Background: an optimization exercise with open tools, aiming at a short achievable clock period and few clock cycles. Do not read the settings as production practice. Function was not checked in any run shown here: the RTL went through the layout flow alone. Power and IR drop assume default switching activity.

<file path="flow/constraint.sdc">
create_clock -name core_clock -period 5.5 [get_ports {clk}]
set_input_delay 1.1000 -clock core_clock [delete_from_list [all_inputs] [get_ports {clk}]]
set_output_delay 1.1000 -clock core_clock [all_outputs]
set_load 0.01 [all_outputs]
</file>
<file path="flow/config.mk">
export PLATFORM = sky130hd
export DESIGN_NAME = lc3b_cpu
export DESIGN_NICKNAME = lc3b_cpu
export VERILOG_FILES = /design/flow/design.v
export SDC_FILE = /design/flow/constraint.sdc
export NUM_CORES = 4
export LEC_CHECK = 0
export ABC_CLOCK_PERIOD_IN_PS = 2500
export CAP_MARGIN = 20
export CORE_MARGIN = 2
export CORE_UTILIZATION = 40
export SETUP_SLACK_MARGIN = 2.5
export SLEW_MARGIN = 20
</file>
<file path="flow/design.v">
package lc3b_pkg;
	typedef logic [15:0] lc3b_word;	 
	typedef logic [2:0] lc3b_reg;	 
	typedef logic [2:0] lc3b_cc;	 
	typedef logic [15:0] lc3b_ctrl;	 
	typedef enum logic [3:0] {
		op_br = 4'b0000,
		op_add = 4'b0001,
		op_ldb = 4'b0010,
		op_stb = 4'b0011,
		op_jsr = 4'b0100,	 
		op_and = 4'b0101,
		op_ldr = 4'b0110,
		op_str = 4'b0111,
		op_rti = 4'b1000,
		op_not = 4'b1001,
		op_ldi = 4'b1010,
		op_sti = 4'b1011,
		op_jmp = 4'b1100,
		op_shf = 4'b1101,
		op_lea = 4'b1110,
		op_trap = 4'b1111
	} lc3b_opcode;
	localparam int ctrl_ld_reg = 0;	 
	localparam int ctrl_ld_cc = 1;	 
	localparam int ctrl_sr2_needed = 2;
	localparam int ctrl_sr1_needed = 3;
	localparam int ctrl_alu_op = 4;	 
	localparam int ctrl_use_imm5 = 6;
	localparam int ctrl_addr_sel = 7;	 
	localparam int ctrl_mem_read = 8;
	localparam int ctrl_mem_write = 9;
	localparam int ctrl_byte_op = 10;
	localparam int ctrl_br_op = 11;
	localparam int ctrl_jmp_op = 12;
	localparam int ctrl_jsr_op = 13;
	localparam int ctrl_wb_sel = 14;	 
	localparam logic [1:0] alu_add = 2'b00;
	localparam logic [1:0] alu_and = 2'b01;
	localparam logic [1:0] alu_not = 2'b10;
	localparam logic [1:0] alu_shift = 2'b11;	 
	localparam logic [1:0] wb_alu = 2'b00;
	localparam logic [1:0] wb_addr = 2'b01;	 
	localparam logic [1:0] wb_load = 2'b10;
	localparam logic [1:0] wb_pc = 2'b11;	 
endpackage
`timescale 1ns/1ps
module lc3b_regfile (
	input logic clk,
	input logic rst_n,
	input logic load,
	input lc3b_pkg::lc3b_reg dest,
	input lc3b_pkg::lc3b_word in,
	input lc3b_pkg::lc3b_reg src_a,
	input lc3b_pkg::lc3b_reg src_b,
	output lc3b_pkg::lc3b_word reg_a,
	output lc3b_pkg::lc3b_word reg_b
);
	lc3b_pkg::lc3b_word regs [8];	 
	always_ff @(posedge clk) begin
		if (!rst_n) begin
			for (int i = 0; i < 8; i++)
				regs[i] <= '0;
		end else if (load) begin
			regs[dest] <= in;
		end
	end
	assign reg_a = regs[src_a];
	assign reg_b = regs[src_b];
endmodule
`timescale 1ns/1ps
module lc3b_cpu #(
	parameter lc3b_pkg::lc3b_word reset_pc = 16'h0000	 
) (
	input logic clk,
	input logic rst_n,
	input lc3b_pkg::lc3b_word imem_rdata,
	input logic imem_resp,
	input lc3b_pkg::lc3b_word dmem_rdata,
	input logic dmem_resp,
	output logic imem_read,
	output lc3b_pkg::lc3b_word imem_address,
	output logic dmem_read,
	output logic dmem_write,
	output lc3b_pkg::lc3b_word dmem_address,
	output lc3b_pkg::lc3b_word dmem_wdata,
	output logic [1:0] dmem_byte_enable
);
	localparam logic [7:0] fwd_taken = 8'b1010_1000;	 
	logic [15:0] pc;
	logic d_valid;
	logic [15:0] d_ir, d_pc2, d_tgt, d_npc;
	logic d_pred_t;
	logic e_valid;
	logic [15:0] e_a, e_b, e_sd, e_pass, e_pc2, e_tgt, e_npc;
	logic e_fwd_a, e_fwd_b, e_fwd_sd;
	logic e_wr, e_setcc, e_load, e_store, e_byte, e_br, e_jmp;
	logic [2:0] e_dr, e_nzp;
	logic [4:0] e_sel;	 
	logic [3:0] e_shamt;
	logic [1:0] e_shtype;
	logic e_mis_t, e_mis_nt;	 
	logic m_valid, m_wr, m_setcc, m_load, m_byte;
	logic [2:0] m_dr;
	logic [15:0] m_result;
	logic [2:0] cc;
	logic mem_stall, ld_use, redirect, full_redirect;
	logic [15:0] redirect_pc;
	logic [15:0] rdata_sel, m_val;
	logic [2:0] m_cc;
	assign mem_stall = (dmem_read | dmem_write) & ~dmem_resp;
	assign rdata_sel = m_byte ? {8'h00, dmem_address[0] ? dmem_rdata[15:8] : dmem_rdata[7:0]}
		: dmem_rdata;	 
	assign m_val = m_load ? rdata_sel : m_result;
	assign m_cc = {m_val[15], m_val == 16'h0000, ~m_val[15] & (m_val != 16'h0000)};
	logic [15:0] pc2_f, f_off9, f_off11, f_tgt9, f_tgt11, f_npc;
	logic [3:0] f_op;
	logic f_br, f_jsr, f_jsrr, f_jmp, f_lea, f_pred_t, f_accept;
	logic [2:0] f_base;
	logic [15:0] trk_val [8];	 
	logic [7:0] trk_v;
	assign imem_address = pc;
	assign pc2_f = pc + 16'd2;
	assign f_op = imem_rdata[15:12];
	assign f_br = (f_op == 4'b0000) & (imem_rdata[11:9] != 3'b000);
	assign f_jsr = (f_op == 4'b0100) & imem_rdata[11];
	assign f_jsrr = (f_op == 4'b0100) & ~imem_rdata[11];
	assign f_jmp = (f_op == 4'b1100);
	assign f_lea = (f_op == 4'b1110);
	assign f_base = imem_rdata[8:6];
	assign f_off9 = {{6{imem_rdata[8]}}, imem_rdata[8:0], 1'b0};
	assign f_off11 = {{4{imem_rdata[10]}}, imem_rdata[10:0], 1'b0};
	assign f_tgt9 = pc2_f + f_off9;
	assign f_tgt11 = pc2_f + f_off11;
	assign f_pred_t = f_br & (imem_rdata[8] | fwd_taken[imem_rdata[11:9]]);
	always_comb begin
		if (f_jsr)
			f_npc = f_tgt11;
		else if (f_pred_t)
			f_npc = f_tgt9;
		else if ((f_jmp | f_jsrr) & trk_v[f_base])
			f_npc = trk_val[f_base];
		else
			f_npc = pc2_f;
	end
	assign f_accept = imem_read & imem_resp & ~mem_stall & ~ld_use & ~full_redirect;
	always_ff @(posedge clk) begin
		if (!rst_n) begin
			imem_read <= 1'b0;
			pc <= reset_pc;
			trk_v <= 8'hff;
			for (int i = 0; i < 8; i++)
				trk_val[i] <= 16'h0000;
		end else begin
			imem_read <= 1'b1;
			if (!mem_stall && full_redirect)
				pc <= redirect_pc;
			else if (f_accept)
				pc <= f_npc;
			if (f_accept) begin
				if (f_lea) begin
					trk_val[imem_rdata[11:9]] <= f_tgt9;
					trk_v[imem_rdata[11:9]] <= 1'b1;
				end else if (f_jsr | f_jsrr) begin
					trk_val[7] <= pc2_f;
					trk_v[7] <= 1'b1;
				end else if (f_op == 4'b0001 || f_op == 4'b0101 || f_op == 4'b1001
					|| f_op == 4'b1101 || f_op == 4'b0110 || f_op == 4'b0010) begin
					trk_v[imem_rdata[11:9]] <= 1'b0;
				end
			end
		end
	end
	always_ff @(posedge clk) begin
		if (!rst_n)
			d_valid <= 1'b0;
		else if (!mem_stall && !ld_use)
			d_valid <= f_accept;
		if (!mem_stall && !ld_use) begin
			d_ir <= imem_rdata;
			d_pc2 <= pc2_f;
			d_tgt <= f_lea | f_br ? f_tgt9 : f_tgt11;
			d_npc <= f_npc;
			d_pred_t <= f_pred_t;
		end
	end
	logic [3:0] d_op;
	logic [2:0] d_sr1, d_sr2, d_dr;
	logic d_store, d_load, d_byte, d_wr, d_setcc, d_use_a, d_use_b, d_br, d_jmp;
	logic [15:0] rf_a, rf_b, d_a, d_b, d_sd;
	logic [4:0] d_sel;
	assign d_op = d_ir[15:12];
	assign d_store = (d_op == 4'b0111) | (d_op == 4'b0011);
	assign d_load = (d_op == 4'b0110) | (d_op == 4'b0010);
	assign d_byte = (d_op == 4'b0010) | (d_op == 4'b0011);
	assign d_sr1 = d_ir[8:6];
	assign d_sr2 = d_store ? d_ir[11:9] : d_ir[2:0];
	assign d_dr = (d_op == 4'b0100) ? 3'b111 : d_ir[11:9];
	assign d_setcc = (d_op == 4'b0001) | (d_op == 4'b0101) | (d_op == 4'b1001)
		| (d_op == 4'b1101) | d_load;
	assign d_wr = d_setcc | (d_op == 4'b1110) | (d_op == 4'b0100);
	assign d_use_a = d_setcc | d_store | (d_op == 4'b1100) | ((d_op == 4'b0100) & ~d_ir[11]);
	assign d_use_b = ((d_op == 4'b0001) | (d_op == 4'b0101)) & ~d_ir[5];
	assign d_br = (d_op == 4'b0000) & (d_ir[11:9] != 3'b000);
	assign d_jmp = (d_op == 4'b1100) | ((d_op == 4'b0100) & ~d_ir[11]);
	assign d_sel[0] = (d_op == 4'b0001) | d_load | d_store;
	assign d_sel[1] = (d_op == 4'b0101);
	assign d_sel[2] = (d_op == 4'b1001);
	assign d_sel[3] = (d_op == 4'b1101);
	assign d_sel[4] = (d_op == 4'b1110) | (d_op == 4'b0100);
	lc3b_regfile regfile0 (
		.clk, .rst_n, .load(~mem_stall & m_valid & m_wr), .dest(m_dr), .in(m_val),
		.src_a(d_sr1), .src_b(d_sr2), .reg_a(rf_a), .reg_b(rf_b)
	);
	assign d_a = (m_valid & m_wr & (m_dr == d_sr1)) ? m_val : rf_a;
	assign d_sd = (m_valid & m_wr & (m_dr == d_sr2)) ? m_val : rf_b;
	always_comb begin
		if (d_load | d_store)
			d_b = d_byte ? {{10{d_ir[5]}}, d_ir[5:0]} : {{9{d_ir[5]}}, d_ir[5:0], 1'b0};
		else if (d_ir[5])
			d_b = {{11{d_ir[4]}}, d_ir[4:0]};
		else
			d_b = d_sd;
	end
	logic hit_a, hit_b;
	assign hit_a = e_valid & e_wr & (e_dr == d_sr1);
	assign hit_b = e_valid & e_wr & (e_dr == d_sr2);
	assign ld_use = d_valid & e_valid & e_load & ((d_use_a & hit_a) | (d_use_b & hit_b));
	always_ff @(posedge clk) begin
		if (!rst_n)
			e_valid <= 1'b0;
		else if (!mem_stall)
			e_valid <= d_valid & ~ld_use & ~redirect;
		if (!mem_stall) begin
			e_a <= d_a;
			e_b <= d_b;
			e_sd <= d_sd;
			e_pass <= (d_op == 4'b1110) ? d_tgt : d_pc2;
			e_pc2 <= d_pc2;
			e_tgt <= d_tgt;
			e_npc <= d_npc;
			e_fwd_a <= hit_a;
			e_fwd_b <= hit_b & d_use_b;
			e_fwd_sd <= hit_b;
			e_wr <= d_wr;
			e_setcc <= d_setcc;
			e_load <= d_load;
			e_store <= d_store;
			e_byte <= d_byte;
			e_br <= d_br;
			e_jmp <= d_jmp;
			e_dr <= d_dr;
			e_nzp <= d_ir[11:9];
			e_sel <= d_sel;
			e_shamt <= d_ir[3:0];
			e_shtype <= d_ir[5:4];
			e_mis_t <= ~d_pred_t & (d_ir[8:0] != 9'd0);
			e_mis_nt <= d_pred_t & (d_ir[8:0] != 9'd0);
		end
	end
	logic [15:0] a, b, sd, sum, shf, result;
	logic [2:0] cc_cur;
	logic taken, mis, skip;
	assign a = e_fwd_a ? m_result : e_a;
	assign b = e_fwd_b ? m_result : e_b;
	assign sd = e_fwd_sd ? m_val : e_sd;	 
	assign sum = a + b;
	always_comb begin
		if (!e_shtype[0])
			shf = a << e_shamt;
		else if (!e_shtype[1])
			shf = a >> e_shamt;
		else
			shf = lc3b_pkg::lc3b_word'($signed(a) >>> e_shamt);
	end
	assign result = ({16{e_sel[0]}} & sum) | ({16{e_sel[1]}} & (a & b))
		| ({16{e_sel[2]}} & ~a) | ({16{e_sel[3]}} & shf) | ({16{e_sel[4]}} & e_pass);
	assign cc_cur = (m_valid & m_setcc) ? m_cc : cc;
	assign taken = |(e_nzp & cc_cur);
	assign mis = e_br ? (taken ? e_mis_t : e_mis_nt) : (e_jmp & (a != e_npc));
	assign redirect = e_valid & mis;
	assign redirect_pc = e_jmp ? a : (taken ? e_tgt : e_pc2);
	assign skip = e_br & (taken ? (pc == e_tgt) : (pc == e_pc2));
	assign full_redirect = redirect & ~skip;
	always_ff @(posedge clk) begin
		if (!rst_n) begin
			m_valid <= 1'b0;
			dmem_read <= 1'b0;
			dmem_write <= 1'b0;
			dmem_byte_enable <= 2'b00;
		end else if (!mem_stall) begin
			m_valid <= e_valid;
			dmem_read <= e_valid & e_load;
			dmem_write <= e_valid & e_store;
			if (e_valid & (e_load | e_store))
				dmem_byte_enable <= e_byte ? (sum[0] ? 2'b10 : 2'b01) : 2'b11;
			else
				dmem_byte_enable <= 2'b00;
		end
		if (!mem_stall) begin
			m_wr <= e_wr;
			m_setcc <= e_setcc;
			m_load <= e_load;
			m_byte <= e_byte;
			m_dr <= e_dr;
			m_result <= result;
			dmem_address <= sum;
			dmem_wdata <= e_byte ? {sd[7:0], sd[7:0]} : sd;
		end
	end
	always_ff @(posedge clk) begin
		if (!rst_n)
			cc <= 3'b010;	 
		else if (!mem_stall && m_valid && m_setcc)
			cc <= m_cc;
	end
endmodule
</file>
<file path="flow/run.sh">
#!/bin/bash
# synth_recipe.tcl (not shown) runs the flow's synth.tcl, then flattens the netlist and writes it again
# the make line also repeats each setting of config.mk as NAME=value (left out here)
make -C /OpenROAD-flow-scripts/flow DESIGN_CONFIG=/design/flow/config.mk WORK_HOME=/design/flow/orfs CLKGATE_MAP_FILE= SYNTH_SCRIPT=/design/flow/synth_recipe.tcl finish
</file>
==> impl_results.md, run 1 <==
* Initial core utilization at 40.4%
* Synth cell types at 80
* Core area at 71400 um2
* Seq/Total Area, Yosys at 56.3%
* Antenna violations before repair at 0
* Routability Congestion at 0.921
* Ys flop type: edfxtp_1
* Tightest Pin Transition at 1.11 ns
* Port buffer count at 88
* Worst r2r dst: trk_val[5][5]$_SDFFCE_PN0P_
* Hold-critical path depth at 0
* Final-report setup violation count at 0
* Mapped Nets at 2607
* Hold Crit Class: flip-flop to flip-flop
* Slew Viols, Final at 0
* Synth-to-layout area growth at 27.6%
* Clock sink count at 553
* Outcome: finished clean
* Worst vdd ir at 0.000263 V
* Layout cell share with drive strength beyond 1 at 27.7%
* Worst Skew at 0.0291 ns
* Mux cell area share after synthesis at 10.3%
* Worst Setup End Kind: flip-flop
* Leakage at 13.7 nW
* Total power at 0.0113 W
* Most common cell after layout, fill and taps aside: edfxtp_1
* Synth Register Bits at 553
* Adder-cell area share of the yosys netlist at 1.96%
* Antenna Nets Post-Route at 0
* Die extent in x at 272 um
* Clock-pin slew on the worst setup and hold paths at 0.06 ns
* Synth Area in Simple Gates at 13.9%
* Pwr Density at 307 nW/um2
* Crit path max fanout at 8
* Min-Delay Endpoint: e_npc[4]$_DFFE_PN_
* Gr usage total at 24.5%
* Minimum clock period at 3.85 ns
* Worst rel slew slack at 26.3%
* TritonCTS clock tree: done
* Post-synthesis xor/xnor area fraction at 3.16%
* DP Area at 31300 um2
* DPL Wire Length at 61500 um
* Via-to-Cell Ratio at 5.89
* Io pins at 89
* Count of final hold-check violations at 0
* Die height at 272 um
* Via count at 22200
* Worst Reg-to-Reg Cells at 12
* Nets@finish at 2850
* Die Footprint at 74200 um2
* CTS Root Cell: clkbuf_16
* Total gr overflow at 0
* Place WS at 0.469 ns
* Avg WL per Cell at 25.0 um
* Crit Path Class: input port to flip-flop
* Largest net degree at the start of global routing at 193
* Syn Area/Cell at 11.4 um2
* Async SR Flop Fraction at 0%
* Worst Path Arrival at 4.20 ns
* Initial drt markers at 2411
* CP startpoint kind: input port
* Post-synthesis compound-gate area fraction at 11.0%
* Cell Area, Synth at 28800 um2
* Achievable Freq at 260 MHz
* CTS Hold Bufs at 0
* Maximum clock path buffer count at 3
* Min-delay src: d_npc[4]$_DFFE_PP_
* Post-route setup slack at 1.65 ns
* First-pass GRT wire length at 137000 um
* Drt pass-1 iters at 8
* Routed wire length at 94200 um
* Unrepaired setup endpoints after global routing: true
* Main combinational cell family by area after synthesis: simple AND/OR/NAND/NOR gates
* Max-Cap Viols at 0
* Post-synth EDFFs at 515
* Crit Reg-Reg Startpoint: m_result[9]$_DFFE_PN_
* Worst Path Required at 5.85 ns
* Post-route cell area at 36800 um2
* Post-route insts no fill at 3770
* Vias in the first global route at 21500
* Rows at 98
* Dpl cells at 3473
* Yosys warnings at 2
* Register-to-register setup slack at 1.67 ns
* Clock latency on the worst-skew pair at 0.64 ns
* H-tree levels at 2
* Cts bufs inserted at 59
* Post-route DRC at 0
* Fin crit share at 70.0%
* Cell count after synthesis at 2527
* Commonest non-fill, non-tap cells in the layout: edfxtp_1, nand2_1, nor2_1, buf_4, o21ai_0
## what timing repair did
item                       in CTS  in global routing
pin swaps                      71                 48
setup buffers                 113                 57
gates cloned                    8                  5
setup endpoints to repair     450                444
resized for setup             298                205
## layer usage
metal | part of all wire [%] | vias to the layer above | GRT usage (%)
met1 | 41 | 11100 | 33.4
met2 | 48 | 1051 | 40.0
li1 | - | 9901 | -
met5 | 0 | - | 0
met4 | 4.0 | 0 | 9.30
met3 | 7.2 | 201 | 3.20
## power breakdown
group	switching (W)	leakage [nW]	internal, W
Combinational	0.00130	6.98	0.000993
Sequential	0.000233	5.87	0.00496
Clock	0.00169	0.890	0.00214
Total	0.00322	13.7	0.00809
## cells in the mapped netlist, drive strengths merged (23+ instances only)
| cell type | instances | area [um2] |
|---|---|---|
| and3 | 25 | 156 |
| clkbuf | 132 | 495 |
| dfxtp | 38 | 761 |
| mux2i | 80 | 801 |
| mux2 | 56 | 631 |
| nor3 | 34 | 170 |
| a21oi | 73 | 365 |
| inv | 78 | 293 |
| mux4 | 68 | 1530 |
| nand2 | 335 | 1260 |
| nor2b | 32 | 200 |
| a31oi | 23 | 159 |
| xor2 | 35 | 307 |
| buf | 38 | 186 |
| a311oi | 28 | 245 |
| ha | 42 | 526 |
| nand3 | 77 | 385 |
| xnor2 | 69 | 604 |
| nor2 | 307 | 1150 |
| o21ai | 125 | 626 |
| edfxtp | 515 | 15500 |
| a211oi | 26 | 195 |
## through the flow
stage / hold WS [ns] / setup TNS (ns) / util (%)
finish: 0.407 / 0 / 51.6
detailed placement: 0.405 / 0 / 43.9
global placement: 0.402 / 0 / 43.9
floorplan: 0.400 / -45.18 / -
global route: 0.408 / 0 / 51.5
CTS: 0.412 / 0 / 49.5
## layout make-up
type,instances,area (um2)
Fill cell,6129,34600
Sequential cell,553,16300
Multi-Input combinational cell,1728,13800
Timing Repair Buffer,348,3370
Clock buffer,73,1550
Tap cell,950,1190
Inverter,80,322
Clock inverter,37,288
Antenna cell,1,2.50
## kinds of logic after synthesis
kind of cell | count (synthesis)
fa+ha+maj | 44
compound gates | 462
flops | 553
buf+inv | 250
xor+xnor | 104
simple gates | 910
mux | 204
## worst max-delay path by stage
stage	startpoint	to	slack, ns
detailed placement	imem_rdata[0]	trk_val[7][15]$_DFFE_PP_	0.47
floorplan	dmem_resp	e_valid$_SDFFE_PN0N_	-0.67
global placement	imem_rdata[0]	trk_val[7][15]$_DFFE_PP_	0.54
global route	dmem_rdata[12]	trk_val[5][11]$_SDFFCE_PN0P_	1.65
CTS	dmem_rdata[12]	trk_val[3][11]$_SDFFCE_PN0P_	1.80
finish	dmem_rdata[12]	trk_val[5][5]$_SDFFCE_PN0P_	1.65
## worst max-delay path, cell delays in order
cell and delay [ns]:
buf_6 0.10, or4_4 0.53, a22oi_2 0.19, and4_4 0.28, nand4_1 0.20, a22oi_4 0.25
mux2_4 0.35, a31oi_4 0.28, buf_6 0.15, nand3_4 0.10, buf_6 0.16, o21ai_4 0.26
clkbuf_16 0.22
## flip-flops by register name, indices dropped and copies added, names as in the netlist, 4 cells and up, named ones only
register / flops
e_pass: 16
regfile0.regs: 128
e_sel: 5
m_result: 16
dmem_wdata: 16
d_pc2: 16
e_tgt: 15
d_ir: 16
trk_val: 128
dmem_address: 16
e_shamt: 4
e_npc: 16
e_b: 16
e_a: 16
e_sd: 16
d_npc: 16
d_tgt: 15
e_pc2: 16
pc: 16
==> run 2, diff against run 1 <==
--- a/flow/design.v
+++ b/flow/design.v
@@ -225,7 +225,7 @@
 	logic hit_a, hit_b;
 	assign hit_a = e_valid & e_wr & (e_dr == d_sr1);
 	assign hit_b = e_valid & e_wr & (e_dr == d_sr2);
-	assign ld_use = d_valid & e_valid & e_load & ((d_use_a & hit_a) | (d_use_b & hit_b));
+	assign ld_use = d_valid & e_valid & e_load & d_jmp & hit_a;
 	always_ff @(posedge clk) begin
 		if (!rst_n)
 			e_valid <= 1'b0;
@@ -261,8 +261,8 @@
 	logic [15:0] a, b, sd, sum, shf, result;
 	logic [2:0] cc_cur;
 	logic taken, mis, skip;
-	assign a = e_fwd_a ? m_result : e_a;
-	assign b = e_fwd_b ? m_result : e_b;
+	assign a = e_fwd_a ? m_val : e_a;
+	assign b = e_fwd_b ? m_val : e_b;
 	assign sd = e_fwd_sd ? m_val : e_sd;	 
 	assign sum = a + b;
 	always_comb begin
==> impl_results.md, run 2 <==
* Routed wire length at 105000 um (+12%)
* First-pass GRT wire length at 152000 um (+11%)
* Clock sink count at 553 (unchanged)
* Worst Skew at 0.0398 ns (+0.0107 ns)
* Mapped Nets at 2523 (-3.2%)
* Port buffer count at 88 (unchanged)
* Synth Area in Simple Gates at 12.2% (-1.8 points)
* Clock latency on the worst-skew pair at 0.65 ns (about the same)
* DP Area at 32600 um2 (+4.2%)
* DPL Wire Length at 68900 um (+12%)
* Cell count after synthesis at 2443 (-3.3%)
* Post-synthesis xor/xnor area fraction at 3.12% (-0.035 points)
* Core area at 73100 um2 (+2.4%)
* CTS Root Cell: clkbuf_16
* Via-to-Cell Ratio at 6.14 (+4.2%)
* Register-to-register setup slack at 1.16 ns (-0.51 ns)
* Leakage at 14.7 nW (+6.8%)
* Pwr Density at 307 nW/um2 (-0.11%)
* Drt pass-1 iters at 19 (+11)
* Antenna Cells at 0 (-1)
* Achievable Freq at 231 MHz (-11%)
* Most frequent cell after synthesis: edfxtp_1
* Crit path max fanout at 8 (unchanged)
* Minimum clock period at 4.34 ns (+0.486 ns)
* Synth Register Bits at 553 (unchanged)
* Cts bufs inserted at 59 (unchanged)
* Yosys warnings at 2 (unchanged)
* TritonCTS clock tree: done
* Top cell type's share of synthesized area at 52.3% (-1.4 points)
* Die height at 276 um (+1.3%)
* Die Footprint at 76200 um2 (+2.6%)
* CP startpoint kind: flip-flop
* Worst Path Arrival at 4.70 ns (+0.50 ns)
* Nets@finish at 2853 (+0.11%)
* Initial core utilization at 40.5% (+0.099 points)
* Post-route cell area at 39500 um2 (+7.5%)
* Seq/Total Area, Yosys at 54.8% (-1.5 points)
* Fin crit share at 78.8% (+8.8 points)
* Clock-pin slew on the worst setup and hold paths at 0.06 ns (about the same)
* Area contributors post-synth: edfxtp_1, mux4_2, mux2i_1
* Final-report setup violation count at 0 (unchanged)
* Yosys top cell by area: edfxtp_1
* Total power at 0.0121 W (+7.4%)
* Count of final hold-check violations at 0 (unchanged)
* Main combinational cell family by area after synthesis: multiplexers
* Layout cell share with drive strength beyond 1 at 35.4% (+7.7 points)
* Most common cell after layout, fill and taps aside: edfxtp_1
* Tightest Pin Transition at 1.11 ns (+0.00158 ns)
* Multi-input gate area in the final layout at 15100 um2 (+9.6%)
* Ys flop type: edfxtp_1
* Antenna Nets Post-Route at 0 (unchanged)
* Adder-cell area share of the yosys netlist at 1.91% (-0.051 points)
* CP startpoint: dmem_address[0]$_DFFE_PN_
* FF/Latch Area at 16300 um2 (about the same)
* Cell Area, Synth at 29600 um2 (+2.7%)
* Routability Congestion at 0.964 (+4.7%)
* Rows at 99 (+1.0%)
* Most instantiated cells after synthesis: edfxtp_1, nor2_1, nor3_1, nand2_1, clkbuf_1
* Unrepaired setup endpoints after global routing: true
* Worst rel slew slack at 26.2% (-0.10 points)
* Crit Path Class: flip-flop to flip-flop
* H-tree levels at 2 (unchanged)
* Post-route DRC at 0 (unchanged)
* Async SR Flop Fraction at 0% (unchanged)
* Total gr overflow at 0 (unchanged)
* Slew Viols, Final at 0 (unchanged)
* Maximum clock path buffer count at 3 (unchanged)
* Hold-critical path depth at 0 (unchanged)
* Max-Cap Viols at 0 (unchanged)
* Antenna violations before repair at 2 (+2)
* Largest net degree at the start of global routing at 126 (-35%)
* Worst Path Required at 5.87 ns (+0.02 ns)
* Via count at 23200 (+4.4%)
* Crit Reg-Reg Startpoint: dmem_address[0]$_DFFE_PN_
* Worst vdd ir at 0.000302 V (+15%)
* Mux cell area share after synthesis at 14.1% (+3.8 points)
* Vias in the first global route at 22900 (+6.2%)
* FILL cells at 5986 (-2.3%)
* Synth cell types at 85 (+6.3%)
* Worst r2r dst: trk_val[6][13]$_SDFFCE_PN0P_
* Die extent in x at 276 um (+1.3%)
* Final setup TNS at 0 ns (unchanged)
* Commonest non-fill, non-tap cells in the layout: edfxtp_1, buf_4, nor2_1, nand2_1, mux4_2
* Gr usage total at 26.5% (+2.0 points)
* Synth-to-layout area growth at 33.6%
* Worst Setup End Kind: flip-flop
* Post-synth EDFFs at 515 (unchanged)
* Critical Path Sink: trk_val[6][13]$_SDFFCE_PN0P_
* Largest regs: regfile0.regs (128), trk_val (128)
* Initial drt markers at 2637 (+9.4%)
* Hold Crit Class: flip-flop to flip-flop
* Syn Area/Cell at 12.1 um2 (+6.2%)
* Avg WL per Cell at 27.8 um (+11%)
* Post-synthesis compound-gate area fraction at 10.2% (-0.82 points)
* Io pins at 89 (unchanged)
* Outcome: finished clean
* Worst Reg-to-Reg Cells at 13 (+1)
run 2: cell count changes after synthesis, sizes merged, moves of 31 or more:
cell / previous run / this run
nand3: 77 / 46
nor3: 34 / 171
nor2: 307 / 231
mux4: 68 / 108
mux2i: 80 / 124
nand2: 335 / 170
o21ai: 125 / 92
run 2: what timing repair did:
item,CTS,global route
buffers inserted,160,51
setup endpoints to repair,505,525
hold buffers,0,0
pin swaps,90,93
resized for setup,385,194
gates cloned,16,7
endpoints found under the hold margin,0,0
run 2: cells by family (layout without fill, tap and decap cells):
group                    after synthesis  after routing
XOR/XNOR                             104            104
AND/OR/NAND/NOR                      766            766
buffers and inverters                271            649
adder cells (fa/ha/maj)               44             44
multiplexers                         276            276
flip-flops                           553            553
AO/OA/AOI/OAI                        429            429
run 2: how the worst min path moves through the flow:
stage | start | endpoint | slack (ns)
6_report | d_pc2[15]$_DFFE_PP_ | e_pc2[15]$_DFFE_PN_ | 0.42
3_5_place_dp | d_npc[14]$_DFFE_PP_ | e_npc[14]$_DFFE_PN_ | 0.41
5_1_grt | d_npc[9]$_DFFE_PP_ | e_npc[9]$_DFFE_PN_ | 0.42
2_1_floorplan | d_npc[0]$_DFFE_PP_ | e_npc[0]$_DFFE_PN_ | 0.40
3_3_place_gp | d_npc[10]$_DFFE_PP_ | e_npc[10]$_DFFE_PN_ | 0.40
4_1_cts | d_npc[3]$_DFFE_PP_ | e_npc[3]$_DFFE_PN_ | 0.42
run 2: stage by stage:
step	utilization [%]	std cells	setup slack [ns]	hold slack, ns
after floorplan	-	2443	0.725	0.400
final	54.1	3780	1.16	0.415
after global routing	54.1	3780	1.10	0.425
after detailed placement	44.6	3436	-0.00185	0.406
after CTS	52.0	3721	1.26	0.422
after global placement	44.6	3435	0.0140	0.404
run 2: power by group:
group	switching, W	internal, W	leakage (nW)
clock network	0.00172	0.00224	0.925
registers	0.000296	0.00500	5.87
logic	0.00161	0.00127	7.89
run 2: final cells by class:
cell class,instances,share of cell area (%)
Sequential cell,553,41.1
Multi-Input combinational cell,1619,38.2
Tap cell,959,3.03
Clock inverter,26,0.611
Clock buffer,83,4.19
Inverter,99,1.01
Timing Repair Buffer,441,11.8
run 2: worst max-delay path, stage by stage, from the launching register on:
cell and delay (ns):
edfxtp_1 0.43, buf_12 0.17, and3_4 0.18, o31a_1 0.31
or4_4 0.60, or4_4 0.51, a211o_4 0.38, mux2i_1 0.13
or3b_4 0.28, buf_4 0.14, nand3_4 0.11, buf_12 0.19
o31ai_4 0.40, clkbuf_16 0.24
run 2: layer usage:
metal / wire [um] / global-route usage [%]
met2: 50500 / 43.3
met1: 42900 / 36.0
met5: 30 / 0
met4: 4230 / 9.82
met3: 7440 / 3.59

## static timing again, ports no longer ideal
No port has a modelled driver above. Below, the same layouts with a new extraction and two added sets of constraints. Step 1, drivers: a clkbuf_16 drives clk and a buf_2 each remaining input, both assumed. Step 2 also shifts input and output timing later by t, the mid clock arrival at the registers, as if the neighbouring blocks saw the same clock. Three values: no drivers, after step 1, after step 2; two values: the first two.
run | t (ns) | setup WS [ns] | cell pins on the clock port's net
run 1 | 0.695 | 1.649 / 1.673 / 0.987 | 1
run 2 | 0.693 | 1.163 / 1.163 / 0.514 | 1
After both steps every run listed still meets setup and hold. The setup slack of run 1, which loses most, moves by +0.024 ns with the drivers and by -0.662 ns with both steps.
